This is an optimization exercise on Yosys and OpenROAD, whose aim is small area and a short achievable clock period, not a production implementation.
In this exercise RTL edits were held to simulation tests only and were not proved equivalent to the original.
No activity file was given, so power comes from the tool's default toggle rates.

<file path="design/flow/config.mk">
export PLATFORM = sky130hd
export DESIGN_NAME = bbox_top
export DESIGN_NICKNAME = bbox_top
export VERILOG_FILES = /design/flow/design.v
export SDC_FILE = /design/flow/constraint.sdc
export NUM_CORES = 4
export LEC_CHECK = 0
export CAP_MARGIN = 20
export CORE_MARGIN = 2
export CORE_UTILIZATION = 65
export CTS_CLUSTER_DIAMETER = 100
export CTS_CLUSTER_SIZE = 30
export PLACE_DENSITY = 0.75
export SLEW_MARGIN = 20
</file>
<file path="design/flow/constraint.sdc">
create_clock -name core_clock -period 9.0 [get_ports {clk}]
set_input_delay 1.8000 -clock core_clock [delete_from_list [all_inputs] [get_ports {clk}]]
set_output_delay 1.8000 -clock core_clock [all_outputs]
set_load 0.01 [all_outputs]
</file>
<file path="design/flow/design.v">
`timescale 1ns/1ps
`default_nettype none
module bbox_extent (
    input  logic [215:0] verts,
    input  logic [47:0]  screen,
    input  logic [2:0]   mask,
    output logic [2:0]   ordx,
    output logic [2:0]   ordy,
    output logic         clx,
    output logic         cly,
    output logic         off_screen
);
    logic signed [16:0] vx [3];
    logic signed [16:0] vy [3];
    logic signed [16:0] sx, sy;
    logic [2:0] gtx, gty;
    logic [2:0] negx, negy;
    function automatic logic bbox_lt17(input logic [16:0] a, input logic [16:0] b);
        logic [16:0] x, y, g, p;
        logic [4:0]  bg, bp;
        x = {~a[16], a[15:0]};
        y = {~b[16], b[15:0]};
        g = ~x & y;
        p = ~x | y;
        for (int k = 0; k < 4; k++) begin
            bg[k] = g[4*k+3] | (p[4*k+3] & g[4*k+2]) | (p[4*k+3] & p[4*k+2] & g[4*k+1])
                  | (p[4*k+3] & p[4*k+2] & p[4*k+1] & g[4*k]);
            bp[k] = &p[4*k +: 4];
        end
        bg[4] = g[16];
        bp[4] = p[16];
        bbox_lt17 = bg[4] | (bp[4] & bg[3]) | (bp[4] & bp[3] & bg[2])
                  | (bp[4] & bp[3] & bp[2] & bg[1]) | (bp[4] & bp[3] & bp[2] & bp[1] & bg[0]);
    endfunction
    assign sx = {screen[47:34], screen[33:31] | ~mask};
    assign sy = {screen[23:10], screen[9:7] | ~mask};
    always_comb begin
        for (int v = 0; v < 3; v++) begin
            vx[v] = verts[72*v + 55 +: 17];
            vy[v] = verts[72*v + 31 +: 17];
            gtx[v] = vx[v] > sx;
            gty[v] = vy[v] > sy;
            negx[v] = vx[v][16];
            negy[v] = vy[v][16];
        end
        ordx = {bbox_lt17(vx[1], vx[2]), bbox_lt17(vx[0], vx[2]), bbox_lt17(vx[0], vx[1])};
        ordy = {bbox_lt17(vy[1], vy[2]), bbox_lt17(vy[0], vy[2]), bbox_lt17(vy[0], vy[1])};
        clx = |gtx;
        cly = |gty;
        off_screen = (&gtx) | (&gty) | (&negx) | (&negy);
    end
endmodule
`default_nettype wire
`timescale 1ns/1ps
`default_nettype none
module bbox_screen_clip (
    input  logic [215:0] verts,
    input  logic [47:0]  screen,
    input  logic [2:0]   mask,
    input  logic [2:0]   ordx,
    input  logic [2:0]   ordy,
    input  logic         clx,
    input  logic         cly,
    output logic [95:0]  box
);
    logic [23:0] vx [3];
    logic [23:0] vy [3];
    logic [23:0] scr_x, scr_y;
    logic [23:0] mnx, mny, mxx, mxy;
    logic [23:0] ll_x, ll_y, ur_x, ur_y;
    assign {scr_x, scr_y} = screen;
    always_comb begin
        for (int v = 0; v < 3; v++) begin
            vx[v] = verts[72*v + 48 +: 24];
            vy[v] = verts[72*v + 24 +: 24];
        end
    end
    function automatic logic [23:0] pick_min(input logic [2:0] o,
                                             input logic [23:0] a,
                                             input logic [23:0] b,
                                             input logic [23:0] c);
        logic s0, s1, s2;
        s0 = o[0] & o[1];
        s1 = ~o[0] & o[2];
        s2 = ~(s0 | s1);
        pick_min = ({24{s0}} & a) | ({24{s1}} & b) | ({24{s2}} & c);
    endfunction
    function automatic logic [23:0] pick_max(input logic [2:0] o,
                                             input logic [23:0] a,
                                             input logic [23:0] b,
                                             input logic [23:0] c);
        logic s0, s1, s2;
        s0 = ~o[0] & ~o[1];
        s1 = o[0] & ~o[2];
        s2 = ~(s0 | s1);
        pick_max = ({24{s0}} & a) | ({24{s1}} & b) | ({24{s2}} & c);
    endfunction
    always_comb begin
        mnx = pick_min(ordx, vx[0], vx[1], vx[2]);
        mny = pick_min(ordy, vy[0], vy[1], vy[2]);
        mxx = pick_max(ordx, vx[0], vx[1], vx[2]);
        mxy = pick_max(ordy, vy[0], vy[1], vy[2]);
        ll_x = mnx[23] ? 24'd0 : {1'b0, mnx[22:10], mnx[9:7] & mask, 7'd0};
        ll_y = mny[23] ? 24'd0 : {1'b0, mny[22:10], mny[9:7] & mask, 7'd0};
        ur_x = clx ? scr_x : {mxx[23:10], mxx[9:7] & mask, 7'd0};
        ur_y = cly ? scr_y : {mxy[23:10], mxy[9:7] & mask, 7'd0};
    end
    assign box = {ll_x, ll_y, ur_x, ur_y};
endmodule
`default_nettype wire
`timescale 1ns/1ps
`default_nettype none
module bbox_pipe (
    input  logic         clk,
    input  logic         reset,
    input  logic         halt,
    input  logic         valid,
    input  logic [288:1] pay,
    input  logic [95:0]  box,
    output logic [384:0] q
);
    logic         q_valid;
    logic [288:1] q_pay;
    logic [22:7]  q_llx, q_lly;
    logic [47:0]  q_ur;
    always_ff @(posedge clk) begin
        if (reset) begin
            q_valid <= 1'b0;
        end else if (!halt) begin
            q_valid <= valid;
        end
    end
    always_ff @(posedge clk) begin
        if (!halt) begin
            q_pay <= pay;
            q_llx <= box[94:79];
            q_lly <= box[70:55];
            q_ur  <= box[47:0];
        end
    end
    assign q = {q_pay, 1'b0, q_llx, 7'd0, 1'b0, q_lly, 7'd0, q_ur, q_valid};
endmodule
`default_nettype wire
`timescale 1ns/1ps
`default_nettype none
module bbox_top (
    input  logic         clk,
    input  logic         reset,
    input  logic         halt,
    input  logic [288:0] tri_in,
    input  logic [47:0]  screen,
    input  logic [3:0]   msaa,
    output logic [384:0] box_out
);
    logic [288:1] s1_pay;
    logic         s1_valid;
    logic [47:0]  s1_scr;
    logic [2:0]   s1_mask;
    logic [288:1] s2_pay;
    logic         s2_valid;
    logic [47:0]  s2_scr;
    logic [2:0]   s2_mask;
    logic [2:0]   s2_ordx, s2_ordy;
    logic         s2_clx, s2_cly;
    logic [2:0]   ordx, ordy;
    logic         clx, cly, off_screen;
    logic [95:0]  box;
    function automatic logic [2:0] frac_mask(input logic [3:0] code);
        case (code)
            4'b1000: frac_mask = 3'b000;
            4'b0100: frac_mask = 3'b100;
            4'b0010: frac_mask = 3'b110;
            default: frac_mask = 3'b111;
        endcase
    endfunction
    always_ff @(posedge clk) begin
        if (reset) begin
            s1_valid <= 1'b0;
        end else if (!halt) begin
            s1_valid <= tri_in[0];
        end
    end
    always_ff @(posedge clk) begin
        if (!halt) begin
            s1_pay  <= tri_in[288:1];
            s1_scr  <= screen;
            s1_mask <= frac_mask(msaa);
        end
    end
    bbox_extent u_extent (
        .verts      (s1_pay[288:73]),
        .screen     (s1_scr),
        .mask       (s1_mask),
        .ordx       (ordx),
        .ordy       (ordy),
        .clx        (clx),
        .cly        (cly),
        .off_screen (off_screen)
    );
    always_ff @(posedge clk) begin
        if (reset) begin
            s2_valid <= 1'b0;
        end else if (!halt) begin
            s2_valid <= s1_valid & ~off_screen;
        end
    end
    always_ff @(posedge clk) begin
        if (!halt) begin
            s2_pay  <= s1_pay;
            s2_scr  <= s1_scr;
            s2_mask <= s1_mask;
            s2_ordx <= ordx;
            s2_ordy <= ordy;
            s2_clx  <= clx;
            s2_cly  <= cly;
        end
    end
    bbox_screen_clip u_clip (
        .verts  (s2_pay[288:73]),
        .screen (s2_scr),
        .mask   (s2_mask),
        .ordx   (s2_ordx),
        .ordy   (s2_ordy),
        .clx    (s2_clx),
        .cly    (s2_cly),
        .box    (box)
    );
    bbox_pipe u_out (
        .clk   (clk),
        .reset (reset),
        .halt  (halt),
        .valid (s2_valid),
        .pay   (s2_pay),
        .box   (box),
        .q     (box_out)
    );
endmodule
`default_nettype wire
</file>
<file path="design/flow/flow/run.sh">
#!/bin/bash
# Standard ORFS layout (standard.sh, unchanged synthesis) with small port
# buffers and, after global placement (flow/post_gp.tcl), a balanced buffer
# tree for the flip-flop enables and the output port buffers moved next to
# the flip-flops that drive them. repair_timing gets a tighter setup target.
# The clock period and constraints stay the design's.
set -euo pipefail
bash standard.sh \
  BUFFER_PORTS_ARGS="-buffer_cell sky130_fd_sc_hd__buf_1" \
  POST_GLOBAL_PLACE_TCL="$(pwd)/flow/post_gp.tcl" \
  SETUP_SLACK_MARGIN=5.0 TNS_END_PERCENT=10 \
  finish > orfs_make.log 2>&1
</file>
<file path="design/flow/flow/halt_tree.tcl">
# Rebuilds the buffer tree on the net that drives the flip-flops' enable
# pins (DE) as a balanced tree placed by recursive bisection of the sink
# locations. Runs after global placement; detailed placement legalizes.
proc ht_master {name} {
  set m [[ord::get_db] findMaster $name]
  if {$m eq "NULL" || $m eq ""} { error "no master $name" }
  return $m
}
proc ht_is_buf {inst} {
  set n [[$inst getMaster] getName]
  return [regexp {__(buf|clkbuf)_[0-9]+$} $n]
}
proc ht_in_pin {inst} {
  foreach it [$inst getITerms] { if {[$it isInputSignal]} { return $it } }
  return ""
}
proc ht_out_pin {inst} {
  foreach it [$inst getITerms] { if {[$it isOutputSignal]} { return $it } }
  return ""
}
proc ht_center {inst} {
  set b [$inst getBBox]
  return [list [expr {([$b xMin] + [$b xMax]) / 2}] [expr {([$b yMin] + [$b yMax]) / 2}]]
}
# items: list of {x y payload}; split until each group has at most n items
proc ht_split {items n} {
  if {[llength $items] <= $n} { return [list $items] }
  set xs [lmap i $items {lindex $i 0}]
  set ys [lmap i $items {lindex $i 1}]
  set dx [expr {[tcl::mathfunc::max {*}$xs] - [tcl::mathfunc::min {*}$xs]}]
  set dy [expr {[tcl::mathfunc::max {*}$ys] - [tcl::mathfunc::min {*}$ys]}]
  set k [expr {$dx >= $dy ? 0 : 1}]
  set s [lsort -integer -index $k $items]
  # split so both halves fill whole groups where possible
  set groups [expr {([llength $s] + $n - 1) / $n}]
  set left [expr {($groups / 2) * $n}]
  if {$left == 0} { set left [expr {[llength $s] / 2}] }
  return [concat [ht_split [lrange $s 0 [expr {$left - 1}]] $n] \
                 [ht_split [lrange $s $left end] $n]]
}
proc ht_build {pin_name leaf_n fan_n leaf_cell mid_cell {root_cell ""} {port_cell ""}} {
  set block [ord::get_db_block]
  # sinks: every DE pin of an enable flip-flop
  set sinks {}
  foreach inst [$block getInsts] {
    foreach it [$inst getITerms] {
      if {[[$it getMTerm] getName] eq $pin_name && [$it getNet] ne "NULL"} {
        lappend sinks $it
      }
    }
  }
  if {[llength $sinks] == 0} { puts "halt_tree: no $pin_name pins"; return }
  # walk up through buffers to the root net; remember the buffers
  set bufs [dict create]
  set root ""
  foreach it $sinks {
    set net [$it getNet]
    while {1} {
      set drv ""
      foreach d [$net getITerms] { if {[$d isOutputSignal]} { set drv $d } }
      if {$drv eq ""} { break }
      set inst [$drv getInst]
      if {![ht_is_buf $inst] || [regexp {^(input|output)[0-9]+$} [$inst getName]]} { break }
      dict set bufs [$inst getName] $inst
      set net [[ht_in_pin $inst] getNet]
    }
    if {$root eq ""} { set root $net } elseif {$root ne $net} {
      puts "halt_tree: $pin_name pins have more than one root; left alone"; return
    }
  }
  puts "halt_tree: root net [$root getName], [llength $sinks] sinks, [dict size $bufs] old buffers"
  # other loads of the old buffer nets (not DE pins) go back to the root
  set others {}
  dict for {name inst} $bufs {
    set onet [[ht_out_pin $inst] getNet]
    foreach it [$onet getITerms] {
      if {[$it isInputSignal] && [[$it getMTerm] getName] ne $pin_name && ![dict exists $bufs [[$it getInst] getName]]} {
        lappend others $it
      }
    }
  }
  foreach it $sinks { $it disconnect }
  foreach it $others { $it disconnect }
  set onets {}
  dict for {name inst} $bufs {
    lappend onets [[ht_out_pin $inst] getNet]
    foreach it [$inst getITerms] { if {[$it getNet] ne "NULL"} { $it disconnect } }
    odb::dbInst_destroy $inst
  }
  foreach onet $onets {
    if {[llength [$onet getITerms]] == 0 && [llength [$onet getBTerms]] == 0} { odb::dbNet_destroy $onet }
  }
  foreach it $others { $it connect $root }
  # leaves
  set items [lmap it $sinks { concat [ht_center [$it getInst]] [list $it] }]
  set level 0
  set cell $leaf_cell
  set n $leaf_n
  set count 0
  while {[llength $items] > $fan_n || $level == 0} {
    set next {}
    foreach g [ht_split $items $n] {
      set sx 0; set sy 0
      foreach i $g { incr sx [lindex $i 0]; incr sy [lindex $i 1] }
      set cx [expr {$sx / [llength $g]}]
      set cy [expr {$sy / [llength $g]}]
      set name "halt_tree_${level}_$count"
      incr count
      set inst [odb::dbInst_create $block [ht_master $cell] $name]
      set net [odb::dbNet_create $block "${name}_net"]
      [ht_out_pin $inst] connect $net
      foreach i $g { [lindex $i 2] connect $net }
      $inst setLocation $cx $cy
      $inst setPlacementStatus PLACED
      lappend next [list $cx $cy [ht_in_pin $inst]]
    }
    puts "halt_tree: level $level, [llength $next] buffers of $cell"
    set items $next
    incr level
    set cell $mid_cell
    set n $fan_n
  }
  foreach i $items { [lindex $i 2] connect $root }
  # a strong root driver, and a strong port buffer in front of it
  set drv ""
  foreach d [$root getITerms] { if {[$d isOutputSignal]} { set drv [$d getInst] } }
  if {$drv ne "" && $root_cell ne ""} {
    set rm [[ord::get_db] findMaster $root_cell]
    if {[[$drv getMaster] getName] ne $root_cell && [llength [$drv getITerms]] == [llength [$rm getMTerms]]} {
      set in [ht_in_pin $drv]
      set ok [regexp {__(inv|clkinv|clkinvlp)_[0-9]+$} [[$drv getMaster] getName]]
      if {$ok && [regexp {inv} $root_cell]} { $drv swapMaster $rm; puts "halt_tree: root driver [$drv getName] is now $root_cell" }
      if {$in ne ""} {
        foreach d [[$in getNet] getITerms] {
          if {[$d isOutputSignal] && [regexp {^input[0-9]+$} [[$d getInst] getName]] && $port_cell ne ""} {
            [$d getInst] swapMaster [[ord::get_db] findMaster $port_cell]
            puts "halt_tree: port buffer [[$d getInst] getName] is now $port_cell"
          }
        }
      }
    }
  }
}
</file>
<file path="design/flow/flow/out_bufs.tcl">
# Output port buffers: each moves next to the cell that drives it, so the
# weak flip-flop output sees a short wire and the buffer drives the wire to
# the pin: the small cell for a pin within near_um of its driver, the
# strong cell for the rest. Detailed placement legalizes the moved buffers
# afterwards.
proc ob_fix {cell {small_cell ""} {near_um 0}} {
  set block [ord::get_db_block]
  set master [[ord::get_db] findMaster $cell]
  set small [expr {$small_cell eq "" ? $master : [[ord::get_db] findMaster $small_cell]}]
  set near [expr {$near_um * [$block getDbUnitsPerMicron]}]
  set nsmall 0
  set moved 0
  foreach bt [$block getBTerms] {
    if {[$bt getIoType] ne "OUTPUT"} { continue }
    set net [$bt getNet]
    if {$net eq "NULL"} { continue }
    set buf ""
    foreach it [$net getITerms] { if {[$it isOutputSignal]} { set buf [$it getInst] } }
    if {$buf eq "" || ![regexp {^output[0-9]+$} [$buf getName]]} { continue }
    set in ""
    foreach it [$buf getITerms] { if {[$it isInputSignal]} { set in $it } }
    set drv ""
    foreach it [[$in getNet] getITerms] { if {[$it isOutputSignal]} { set drv [$it getInst] } }
    if {$drv eq ""} { continue }
    set loc [$drv getLocation]
    set bb [$bt getBBox]
    set dist [expr {abs(([$bb xMin] + [$bb xMax]) / 2 - [lindex $loc 0])
                    + abs(([$bb yMin] + [$bb yMax]) / 2 - [lindex $loc 1])}]
    if {$dist < $near} {
      $buf swapMaster $small
      incr nsmall
    } else {
      $buf swapMaster $master
    }
    $buf setLocation [lindex $loc 0] [lindex $loc 1]
    $buf setPlacementStatus PLACED
    incr moved
  }
  puts "out_bufs: moved $moved output buffers next to their drivers, $nsmall of them as the small cell"
}
</file>
<file path="design/flow/flow/post_gp.tcl">
# POST_GLOBAL_PLACE hook: a balanced buffer tree for the flip-flop enables,
# and output port buffers moved next to their drivers
source [file join [file dirname [info script]] halt_tree.tcl]
source [file join [file dirname [info script]] out_bufs.tcl]
ht_build DE 16 6 sky130_fd_sc_hd__buf_4 sky130_fd_sc_hd__buf_8 \
  sky130_fd_sc_hd__inv_4 sky130_fd_sc_hd__buf_4
ob_fix sky130_fd_sc_hd__buf_2 sky130_fd_sc_hd__buf_1 40
</file>
<file path="design/flow/standard.sh">
#!/bin/bash
# synth_recipe.tcl (not shown) runs the flow's synth.tcl, then flattens the netlist and writes it again
# the make line also repeats each setting of config.mk as NAME=value (left out here)
make -C /OpenROAD-flow-scripts/flow DESIGN_CONFIG=/design/flow/config.mk WORK_HOME=/design/flow/orfs CLKGATE_MAP_FILE= SYNTH_SCRIPT=/design/flow/synth_recipe.tcl "${@:-finish}"
</file>
==> impl_metrics.tcl, run 1 <==
set metrics [dict create \
    slew_viol_final 0 \
    drt-pass1-iter-count 5 \
    clock.fmax_mhz 330.4 \
    htreeDepth 2 \
    grt_remaining_overflow 0 \
    finalNetCount 3231 \
    totalWireLength_um 97960 \
    grtUsageTotal 0.3236 \
    synth_top_family_by_area "compound AO/OA/AOI/OAI gates" \
    core-area_um2 57590 \
    tritoncts "built" \
    cp_max_fo 1 \
    p_leak_uw 0.01558 \
    path_clk_slew_ns 0.11 \
    postSynth.asyncResetShare 0 \
    die-area_um2 59980 \
    synthTopCellsByArea "edfxtp_1, ha_1, a21oi_1" \
    dpl.hpwl_um 72930 \
    cts_resized 0 \
    postLayoutCellArea_um2 43420 \
    place_inst 3513 \
    grt_antenna_before_repair 28 \
    die_y_um 244.9 \
    cts-root-buf "clkbuf_16" \
    wl_per_cell_um 27.26 \
    syn_to_final_growth_pct 15.11 \
    start_util 0.6550 \
    synth_compound_area_frac 0.05914 \
    critPathKind "flop to output port" \
    fin_crit_sh 0.3363 \
    synth_edf_count 1054 \
    clk_path_buf_depth 3 \
    crit_path_max_incr_delay_ns 0.43 \
    numPortBuffers 712 \
    via_per_inst 5.924 \
    syn_avg_cell_area_um2 19.09 \
    die_x_um 244.9 \
    vias 21290 \
    synth_cell_types 60 \
    pin_count 729 \
    finalSetupTns_ns 0 \
    hold_path_class "flop to flop" \
    synth_top_cell_area_share 0.8391 \
    crit_family "flip-flops" \
    synth_fa_ha_area_frac 0.04322 \
    place_area_um2 42210 \
    fin_util 0.7540 \
    min_period_ns 3.027 \
    hold_depth 0 \
    vdd_drop_max_mv 0.2077 \
    drive_above_1_share 0.1250 \
    hold_viol 0 \
    ys_seq_area_frac 0.8407 \
    yosys_warnings 8 \
    cp-end-kind "output port" \
    worstSetupStartpointType "flop" \
    grt_pass1_vias 20570 \
    yosys.area_share.simple 0.03549 \
    crit_required_ns 7.20 \
    crit_arrival_ns 1.23 \
    cts_buffers 41 \
    status "timing/DRC/antenna clean" \
    grt_max_degree 42 \
    crit_chain "buf_2" \
    skew_ns 0.02377 \
    slew_headroom 0.2355 \
    crit_cells 1 \
    cts_hold_buf 0 \
    insertion_delay_ns 0.62 \
    synthMuxAreaShare 0.0005307 \
    num_rows 88 \
    post-cts-setup-buffer-count 0 \
    maxCapViolCount 0 \
    grt_setup_unrepaired "no" \
    worst_slew_pin_slew_ns 1.145 \
    synth.largest_area_cell "edfxtp_1" \
    crit_buf_inv 1 \
    setup_viol 0 \
    r2r_cells 8 \
    drc 0 \
    drt_first_iter_violations 2118 \
    yosys_register_bits 1057 \
    slowest_stage "edfxtp_1" \
    synthFlopType "edfxtp_1" \
    holdWs_ns 0.4149 \
    fin_cells 3594 \
    syn-cell-area_um2 37720 \
    synth_cells 1976 \
    ant_nets 0 \
    powerDensity_nw_per_um2 211.4 \
    grt_pass1_wl_um 138500 \
    clock-sinks 1057 \
    synth_xor_area_frac 0.001858 \
]
through the flow:
stage | worst slack, ns | total power, uW
2_1_floorplan | -8.882 | 6682
3_5_place_dp | 5.941 | 7022
6_report | 5.973 | 9177
3_3_place_gp | 4.568 | 6922
5_1_grt | 5.905 | 9446
4_1_cts | 5.930 | 9192
logic make-up after synthesis:
family,count (synthesis)
adder cells (fa/ha/maj),138
AND/OR/NAND/NOR,265
buffers and inverters,174
flip-flops,1057
XOR/XNOR,8
other,1
multiplexers,2
AO/OA/AOI/OAI,331
per-layer routing:
layer	part of all wire	wire length (um)	global-route usage
met4	0.046	4474	0.1341
met5	0.00052	51	0
met3	0.094	9180	0.07490
met2	0.51	49670	0.5520
met1	0.35	34580	0.4033
synth_stat cells (18+ instances only):
library cell     n
o21ai_0         31
maj3_1          35
inv_1          127
nand3_1         18
a21oi_1        100
edfxtp_1      1054
clkbuf_1        29
nand2_1         86
nor2b_1         31
ha_1            96
a22o_1          34
nor2_1          38
a22oi_1         39
nand2b_1        27
a211oi_1        33
worst paths after layout:
| check | from | to | slack (ns) |
|---|---|---|---|
| setup reg to reg | s1_pay[281] | s2_ordx[1] | 6.13 |
| hold / removal | s1_pay[193] | s2_pay[193] | 0.41 |
| hold reg to reg | s1_pay[193] | s2_pay[193] | 0.41 |
| setup / recovery | u_out.q_pay[195] | box_out[291] | 5.97 |
area by class of cell:
cell class / instances / area (um2)
fillers: 3337 / 14160
inverters: 127 / 479.2
clock inverters: 5 / 66.31
multi-input cells: 760 / 5353
clock buffers: 48 / 1074
well taps: 765 / 957.2
flip-flops and latches: 1057 / 31710
diodes: 28 / 70.07
repair buffers: 725 / 3020
plain buffers: 79 / 690.7
layout by cell type, fill, tap and decap left out, drive strengths merged, types with 16 or more instances in the layout:
| master | count |
|---|---|
| diode | 28 |
| inv | 129 |
| buf | 804 |
| maj3 | 42 |
| a22o | 34 |
| edfxtp | 1054 |
| nor2 | 38 |
| a22oi | 39 |
| a21oi | 100 |
| clkbuf | 48 |
| ha | 96 |
| nand2 | 86 |
| nand2b | 27 |
| o21ai | 31 |
| nor2b | 31 |
| a211oi | 33 |
| nand3 | 18 |
| conb | 16 |
| and2 | 17 |
registers in the layout (all words and copies together), names as in the netlist, 3 cells and up:
name and count:
s2_ordx 3, s2_scr 48, u_out.q_pay 288, u_out.q_lly 16
s1_mask 3, u_out.q_llx 16, s1_scr 48, s1_pay 288
u_out.q_ur 48, s2_mask 3, s2_ordy 3, s2_pay 288
power breakdown:
group	total [uW]	internal [uW]	switching, uW
logic	896	314	582
clock network	2250	870	1380
registers	6040	5840	193
total	9180	7030	2150
==> run 2, diff against run 1 <==
==> design/flow/flow/run.sh (replaced) <==
#!/bin/bash
# Standard ORFS layout (standard.sh, unchanged synthesis) with small port
# buffers and, after global placement (flow/post_gp.tcl), the output port
# buffers and the flip-flops that drive them moved to the ports and a
# balanced buffer tree for the flip-flop enables. repair_timing gets a
# setup target.
# The clock period and constraints stay the design's.
set -euo pipefail
bash standard.sh \
  BUFFER_PORTS_ARGS="-buffer_cell sky130_fd_sc_hd__buf_1" \
  POST_GLOBAL_PLACE_TCL="$(pwd)/flow/post_gp.tcl" \
  SETUP_SLACK_MARGIN=5.0 TNS_END_PERCENT=10 \
  finish > orfs_make.log 2>&1
--- a/design/flow/flow/halt_tree.tcl
+++ b/design/flow/flow/halt_tree.tcl
@@ -38,7 +38,7 @@
   return [concat [ht_split [lrange $s 0 [expr {$left - 1}]] $n] \
                  [ht_split [lrange $s $left end] $n]]
 }
-proc ht_build {pin_name leaf_n fan_n leaf_cell mid_cell {root_cell ""} {port_cell ""}} {
+proc ht_build {pin_name leaf_n fan_n leaf_cell mid_cell} {
   set block [ord::get_db_block]
   # sinks: every DE pin of an enable flip-flop
   set sinks {}
@@ -81,13 +81,10 @@
   }
   foreach it $sinks { $it disconnect }
   foreach it $others { $it disconnect }
-  set onets {}
   dict for {name inst} $bufs {
-    lappend onets [[ht_out_pin $inst] getNet]
+    set onet [[ht_out_pin $inst] getNet]
     foreach it [$inst getITerms] { if {[$it getNet] ne "NULL"} { $it disconnect } }
     odb::dbInst_destroy $inst
-  }
-  foreach onet $onets {
     if {[llength [$onet getITerms]] == 0 && [llength [$onet getBTerms]] == 0} { odb::dbNet_destroy $onet }
   }
   foreach it $others { $it connect $root }
@@ -121,23 +118,4 @@
     set n $fan_n
   }
   foreach i $items { [lindex $i 2] connect $root }
-  # a strong root driver, and a strong port buffer in front of it
-  set drv ""
-  foreach d [$root getITerms] { if {[$d isOutputSignal]} { set drv [$d getInst] } }
-  if {$drv ne "" && $root_cell ne ""} {
-    set rm [[ord::get_db] findMaster $root_cell]
-    if {[[$drv getMaster] getName] ne $root_cell && [llength [$drv getITerms]] == [llength [$rm getMTerms]]} {
-      set in [ht_in_pin $drv]
-      set ok [regexp {__(inv|clkinv|clkinvlp)_[0-9]+$} [[$drv getMaster] getName]]
-      if {$ok && [regexp {inv} $root_cell]} { $drv swapMaster $rm; puts "halt_tree: root driver [$drv getName] is now $root_cell" }
-      if {$in ne ""} {
-        foreach d [[$in getNet] getITerms] {
-          if {[$d isOutputSignal] && [regexp {^input[0-9]+$} [[$d getInst] getName]] && $port_cell ne ""} {
-            [$d getInst] swapMaster [[ord::get_db] findMaster $port_cell]
-            puts "halt_tree: port buffer [[$d getInst] getName] is now $port_cell"
-          }
-        }
-      }
-    }
-  }
 }
==> design/flow/flow/out_pins.tcl (new file) <==
# Output port buffers and the flip-flops that drive them move to the port:
# the buffer just inside the core next to its pin, the flip-flop beside it,
# so both the flip-flop output and the buffer output see short wires.
# Detailed placement legalizes them afterwards.
proc op_fix {cell} {
  set block [ord::get_db_block]
  set master [[ord::get_db] findMaster $cell]
  set core [$block getCoreArea]
  set cx0 [$core xMin]; set cy0 [$core yMin]; set cx1 [$core xMax]; set cy1 [$core yMax]
  set moved 0
  foreach bt [$block getBTerms] {
    if {[$bt getIoType] ne "OUTPUT"} { continue }
    set net [$bt getNet]
    if {$net eq "NULL"} { continue }
    set buf ""
    foreach it [$net getITerms] { if {[$it isOutputSignal]} { set buf [$it getInst] } }
    if {$buf eq "" || ![regexp {^output[0-9]+$} [$buf getName]]} { continue }
    set in ""
    foreach it [$buf getITerms] { if {[$it isInputSignal]} { set in $it } }
    set drv ""
    set nload 0
    foreach it [[$in getNet] getITerms] {
      if {[$it isOutputSignal]} { set drv [$it getInst] } else { incr nload }
    }
    if {$drv eq "" || $nload != 1} { continue }
    set bb [$bt getBBox]
    set px [expr {([$bb xMin] + [$bb xMax]) / 2}]
    set py [expr {([$bb yMin] + [$bb yMax]) / 2}]
    # nearest point inside the core, and a step further in for the flip-flop
    set bx [expr {min(max($px, $cx0), $cx1 - 2000)}]
    set by [expr {min(max($py, $cy0), $cy1 - 2720)}]
    set fx $bx; set fy $by
    if {$px <= $cx0} { set fx [expr {$bx + 4000}] } elseif {$px >= $cx1} { set fx [expr {$bx - 12000}] }
    if {$py <= $cy0} { set fy [expr {$by + 2720}] } elseif {$py >= $cy1} { set fy [expr {$by - 2720}] }
    $buf swapMaster $master
    $buf setLocation $bx $by
    $buf setPlacementStatus PLACED
    if {[regexp {^u_out\.} [$drv getName]]} {
      $drv setLocation $fx $fy
      $drv setPlacementStatus PLACED
    }
    incr moved
  }
  puts "out_pins: moved $moved output buffers (and their flip-flops) to the ports as $cell"
}
==> design/flow/flow/post_gp.tcl (replaced) <==
# POST_GLOBAL_PLACE hook: output port buffers with their flip-flops moved
# to the ports, then a balanced buffer tree for the flip-flop enables
source [file join [file dirname [info script]] halt_tree.tcl]
source [file join [file dirname [info script]] out_pins.tcl]
op_fix sky130_fd_sc_hd__buf_2
ht_build DE 16 6 sky130_fd_sc_hd__buf_4 sky130_fd_sc_hd__buf_8
removed: design/flow/flow/out_bufs.tcl
==> run 2 against run 1 <==
- still clean
- sequential cell count unchanged
- cell count rose by 0.25%
- critical path depth grew 5
- clock power barely moved
- sequential power increased by 1%
- count of clock-buffer cells in the layout up 1
- non-clock buffer count rose by 1
- core utilization is 0.43 points higher
- clock skew shrank 0.0035 ns
- critical path type is now flop to flop
- largest power group unchanged
==> impl_metrics.tcl, run 2 <==
set metrics [dict create \
    crit_required_ns 9.35 \
    yosysMostFrequentCell "edfxtp_1" \
    insertion_delay_ns 0.61 \
    synth_top_cell_area_share 0.8391 \
    grt_pass1_wl_um 150400 \
    core-area_um2 57590 \
    totalWireLength_um 108100 \
    synth_edf_count 1054 \
    setup_viol 0 \
    cts-root-buf "clkbuf_16" \
    wl_per_cell_um 30.02 \
    reg2reg_slack_ns 5.74 \
    finalNetCount 3233 \
    clk_path_buf_depth 3 \
    critPathKind "flop to flop" \
    crit_family "simple AND/OR/NAND/NOR gates" \
    tritoncts "built" \
    reg_top3 "s1_pay x288, s2_pay x288, u_out.q_pay x288" \
    cp_max_fo 16 \
    drive_above_1_share 0.1853 \
    dp_slack_ns 5.644 \
    grt_setup_unrepaired "no" \
    grtUsageTotal 0.3565 \
    cts_buffers 41 \
    slew_headroom 0.3080 \
    crit_buf_inv 1 \
    grt_remaining_overflow 0 \
    hold_path_class "flop to flop" \
    synthTopCellsByCount "edfxtp_1, inv_1, a21oi_1" \
    cts_hold_buf 0 \
    fin_ws_ns 5.738 \
    min_period_ns 3.262 \
    powerDensity_nw_per_um2 212.4 \
    htreeDepth 2 \
    layout_common_cells "edfxtp_1, buf_2, buf_1" \
    crit_path_max_incr_delay_ns 0.82 \
    yosys_register_bits 1057 \
    numPortBuffers 712 \
    synthTopCellsByArea "edfxtp_1, ha_1, a21oi_1" \
    slew_viol_final 0 \
    path_clk_slew_ns 0.12 \
    clock-sinks 1057 \
    final_common_cell "edfxtp_1" \
    grt_pass1_vias 21520 \
    postSynth.asyncResetShare 0 \
    pin_count 729 \
    skew_ns 0.02024 \
    seqCellArea_um2 31710 \
    vias 22430 \
    synthFlopType "edfxtp_1" \
    ant_nets 0 \
    crit_arrival_ns 3.61 \
    slowest_stage "nor2b_1" \
    via_per_inst 6.226 \
    clock.fmax_mhz 306.6 \
    cpMostUsedCell "nand2_1" \
    cp-end-kind "flop" \
    hold_viol 0 \
    drt-pass1-iter-count 6 \
    vdd_drop_max_mv 0.2405 \
    drc 0 \
    syn_avg_cell_area_um2 19.09 \
    start_util 0.6550 \
    crit_chain "nor2b_1, buf_4, nor2_1, nand2_1, nand2_1, nor3b_1" \
    syn-cell-area_um2 37720 \
    num_rows 88 \
    post-cts-setup-buffer-count 0 \
    synth.largest_area_cell "edfxtp_1" \
    nFillCells 3112 \
    synth_cells 1976 \
    syn_to_final_growth_pct 15.77 \
    synth_cell_types 60 \
    p_leak_uw 0.01605 \
    worstSetupStartpointType "flop" \
    status "timing/DRC/antenna clean" \
    die_y_um 244.9 \
    fin_crit_sh 0.3624 \
    die-area_um2 59980 \
    die_x_um 244.9 \
    dpl.hpwl_um 79410 \
    multi_input_area_um2 5353 \
    yosys_warnings 8 \
    cts_resized 0 \
    place_area_um2 42420 \
    grt_antenna_before_repair 43 \
    drt_first_iter_violations 2680 \
    maxCapViolCount 0 \
    grt_max_degree 42 \
    postLayoutCellArea_um2 43670 \
    ys_seq_area_frac 0.8407 \
    worst_slew_pin_slew_ns 1.036 \
]
-- run 2: cell counts after synthesis --
No cell type changed its count.
-- run 2: kinds of logic (layout without fill, tap and decap cells) --
logic type,Yosys count,count (layout),synth area share
compound gates,331,331,0.05914
fa+ha+maj,138,138,0.04322
flops,1057,1057,0.8407
xor+xnor,8,8,0.001858
other cells,1,53,0.00009941
simple gates,265,265,0.03549
mux,2,2,0.0005307
buf+inv,174,984,0.01901
-- run 2: power breakdown --
group	total (uW)	switching (uW)	leakage, uW	internal [uW]
registers	6100	249	0.0104	5850
clock network	2270	1400	0.000554	873
logic	904	575	0.00515	329
total	9280	2230	0.0161	7050
-- run 2: layer usage --
layer  global-route usage  vias to the layer above  wire, um
li1                     -                     9297         -
met1               0.4658                    11110     37490
met2               0.5905                     1726     53750
met3              0.06451                      284     11110
met4               0.1673                       16      5688
met5                    0                        -       112
-- run 2: metrics by stage --
stage / total power [uW] / instances / TNS (ns) / hold slack (ns) / utilization
after detailed placement: 7068 / 3513 / 0 / 0.4045 / 0.7367
after global routing: 9518 / 3594 / 0 / 0.4322 / 0.7580
final: 9276 / 3603 / 0 / 0.4233 / 0.7583
after CTS: 9252 / 3565 / 0 / 0.4255 / 0.7565
after floorplan: 6682 / 1991 / -9362.02 / 0.4003 / -
after global placement: 6922 / 3443 / 0 / 0.4004 / 0.7187
-- run 2: final timing paths --
path	startpoint	endpoint	depth (start not counted)
worst min register to register	s1_pay[196]	s2_pay[196]	0
worst min-delay path	s1_pay[196]	s2_pay[196]	0
worst max register to register	s2_ordx[0]	u_out.q_llx[9]	6
worst max-delay path	s2_ordx[0]	u_out.q_llx[9]	6
-- run 2: layout make-up --
cell class / count / area share
sequential: 1057 / 0.7261
clock inverter: 3 / 0.001519
clock buffer: 49 / 0.02467
tap: 765 / 0.02192
timing repair buffer: 726 / 0.07424
antenna: 37 / 0.002120
buffer: 79 / 0.01582
inverter: 127 / 0.01100
multi-input combinational: 760 / 0.1226
==> run 3, diff against run 2 <==
==> design/flow/flow/post_gp.tcl (replaced) <==
# POST_GLOBAL_PLACE hook: output port buffers with their flip-flops moved
# to the ports, then a balanced buffer tree for the flip-flop enables
source [file join [file dirname [info script]] halt_tree.tcl]
source [file join [file dirname [info script]] out_pins.tcl]
op_fix sky130_fd_sc_hd__buf_1
ht_build DE 16 6 sky130_fd_sc_hd__buf_4 sky130_fd_sc_hd__buf_8
==> run 3 against run 2 <==
- power decreased by 0.11%
- largest power group unchanged
- critical endpoint unchanged
- non-clock buffer count down 1
- count of clock-buffer cells in the layout fell by 1
==> impl_metrics.tcl, run 3 <==
set metrics [dict create \
    synthTopCellsByCount "edfxtp_1, inv_1, a21oi_1" \
    ant_nets 0 \
    core-area_um2 57590 \
    nFillCells 3218 \
    htreeDepth 2 \
    clk_path_buf_depth 3 \
    synth_cells 1976 \
    grt_pass1_vias 21480 \
    grt_max_degree 42 \
    insertion_delay_ns 0.62 \
    hold_path_class "flop to flop" \
    dpl.hpwl_um 78630 \
    die_x_um 244.9 \
    syn_to_final_growth_pct 14.58 \
    fin_crit_sh 0.3698 \
    cp-end-kind "flop" \
    slew_viol_final 0 \
    synthTopCellsByArea "edfxtp_1, ha_1, a21oi_1" \
    skew_ns 0.02795 \
    syn-cell-area_um2 37720 \
    die_y_um 244.9 \
    slowest_stage "nor2b_1" \
    synth_top_cell_area_share 0.8391 \
    synth_top_family_by_area "compound AO/OA/AOI/OAI gates" \
    yosysMostFrequentCell "edfxtp_1" \
    synthFlopType "edfxtp_1" \
    drive_above_1_share 0.05393 \
    cp_max_fo 16 \
    yosys_warnings 8 \
    post-cts-setup-buffer-count 0 \
    worstSetupStartpointType "flop" \
    cpMostUsedCell "nand2_1" \
    path_clk_slew_ns 0.12 \
    clock.fmax_mhz 300.4 \
    powerDensity_nw_per_um2 214.4 \
    crit_buf_inv 1 \
    final_common_cell "edfxtp_1" \
    synth_edf_count 1054 \
    numPortBuffers 712 \
    critPathKind "flop to flop" \
    min_period_ns 3.329 \
    fin_util 0.7506 \
    grtUsageTotal 0.3530 \
    synth.largest_area_cell "edfxtp_1" \
    status "timing/DRC/antenna clean" \
    finalSetupTns_ns 0 \
    layout_common_cells "edfxtp_1, buf_1, inv_1" \
    setup_viol 0 \
    grt_pass1_wl_um 148800 \
    hold_viol 0 \
    ys_seq_area_frac 0.8407 \
    worst_slew_pin_slew_ns 1.171 \
    synth_xor_area_frac 0.001858 \
    reg_top3 "s1_pay x288, s2_pay x288, u_out.q_pay x288" \
    maxCapViolCount 0 \
    tritoncts "built" \
    num_rows 88 \
    syn_avg_cell_area_um2 19.09 \
    wl_per_cell_um 29.79 \
    drt_first_iter_violations 2297 \
    drc 0 \
    via_per_inst 6.198 \
    p_leak_uw 0.01503 \
    die-area_um2 59980 \
    synth_cell_types 60 \
    synth_compound_area_frac 0.05914 \
    pin_count 729 \
    crit_path_max_incr_delay_ns 0.82 \
    clock-sinks 1057 \
    synthMuxAreaShare 0.0005307 \
    cts_hold_buf 0 \
    yosys.area_share.simple 0.03549 \
    vdd_drop_max_mv 0.2348 \
    cts_buffers 41 \
    finalNetCount 3232 \
    crit_required_ns 9.34 \
    slew_headroom 0.2186 \
    postSynth.asyncResetShare 0 \
    synth_fa_ha_area_frac 0.04322 \
    vias 22340 \
    crit_family "simple AND/OR/NAND/NOR gates" \
    crit_arrival_ns 3.67 \
    grt_setup_unrepaired "no" \
    grt_antenna_before_repair 44 \
    start_util 0.6550 \
    grt_remaining_overflow 0 \
    crit_chain "nor2b_1, buf_4, nor2_1, nand2_1, nand2_1, nor3b_1" \
    yosys_register_bits 1057 \
    drt-pass1-iter-count 6 \
    totalWireLength_um 107400 \
    cts-root-buf "clkbuf_16" \
    cts_resized 0 \
]
[run 3: cell counts after synthesis]
No cell type changed its count.
[run 3: per-layer routing]
| layer | wire (um) | share of wire | GRT usage | vias to the layer above |
|---|---|---|---|---|
| met2 | 53440 | 0.50 | 0.5871 | 1661 |
| met1 | 37590 | 0.35 | 0.4525 | 11050 |
| met3 | 10280 | 0.096 | 0.07271 | 308 |
| met5 | 188 | 0.0018 | 0 | - |
| li1 | - | - | - | 9302 |
| met4 | 5887 | 0.055 | 0.1657 | 26 |
[run 3: worst reg2reg max path: stages, from the launching register on]
cell	delay (ns)
edfxtp_1	0.44
nor2b_1	0.82
buf_4	0.36
nor2_1	0.09
nand2_1	0.11
nand2_1	0.51
nor3b_1	0.72
[run 3: cell families after synthesis]
group	count (synthesis)
mux	2
simple gates	265
fa+ha+maj	138
buf+inv	174
xor+xnor	8
flops	1057
other cells	1
compound gates	331
[run 3: path summary, 6_finish.rpt]
| kind | start | to | slack (ns) | cells past startpoint |
|---|---|---|---|---|
| worst max-delay path | s2_ordx[0] | u_out.q_llx[9] | 5.67 | 6 |
| worst min-delay path | s1_pay[147] | s2_pay[147] | 0.42 | 0 |
| worst max register to register | s2_ordx[0] | u_out.q_llx[9] | 5.67 | 6 |
| worst min register to register | s1_pay[147] | s2_pay[147] | 0.42 | 0 |
[run 3: where the power goes]
part / total (uW) / leakage, uW / internal, uW / switching [uW]
registers: 6100 / 0.0104 / 5850 / 252
clock network: 2300 / 0.000566 / 900 / 1400
logic: 869 / 0.00411 / 297 / 572
[run 3: cell type report]
class | instances | area [um2] | share of cell area
diodes | 40 | 100.1 | 0.002316
clock inverters | 4 | 86.33 | 0.001997
inverters | 127 | 480.5 | 0.01112
well taps | 765 | 957.2 | 0.02215
clock buffers | 48 | 1074 | 0.02484
flip-flops and latches | 1057 | 31710 | 0.7337
plain buffers | 79 | 690.7 | 0.01598
multi-input cells | 760 | 5353 | 0.1238
repair buffers | 725 | 2770 | 0.06409
[run 3: per-stage QoR]
step | power, uW | setup WS [ns] | hold WS (ns) | area, um2 | cells
5_1_grt | 9504 | 5.514 | 0.4305 | 43190 | 3593
3_5_place_dp | 7037 | 5.610 | 0.4045 | 41960 | 3513
4_1_cts | 9246 | 5.759 | 0.4232 | 43120 | 3565
2_1_floorplan | 6682 | -8.882 | 0.4003 | 37780 | 1991
6_report | 9265 | 5.671 | 0.4212 | 43220 | 3605
3_3_place_gp | 6922 | 4.568 | 0.4004 | 41390 | 3443

afterwards: timing with drivers on the ports:
Ports are ideal in the flow. The routed layouts listed here were re-timed in OpenROAD. Step 1 sets driving cells, clkbuf_16 on the clock port and buf_2 on the other inputs (assumed; they add their load-dependent delay and slew). Step 2 also shifts input and output timing later by t, the mid clock arrival at the registers, as if the neighbouring blocks saw the same clock. a / b / c = no drivers / after step 1 / after step 2; a / b = the first two.
| run | t (ns) | setup slack, ns | hold slack, ns | cell pins on the clock port's net |
|---|---|---|---|---|
| run 1 | 0.677 | 5.973 / 5.909 / 5.916 | 0.415 / 0.415 / 0.415 | 1 |
| run 2 | 0.675 | 5.738 / 5.738 / 5.594 | 0.423 / 0.423 / 0.423 | 1 |
| run 3 | 0.672 | 5.671 / 5.671 / 5.564 | 0.421 / 0.421 / 0.421 | 1 |
After both steps setup and hold are still met in every run listed. For run 2, which loses most, drivers alone change the setup slack by 0.000 ns; drivers and shift together by -0.144 ns.
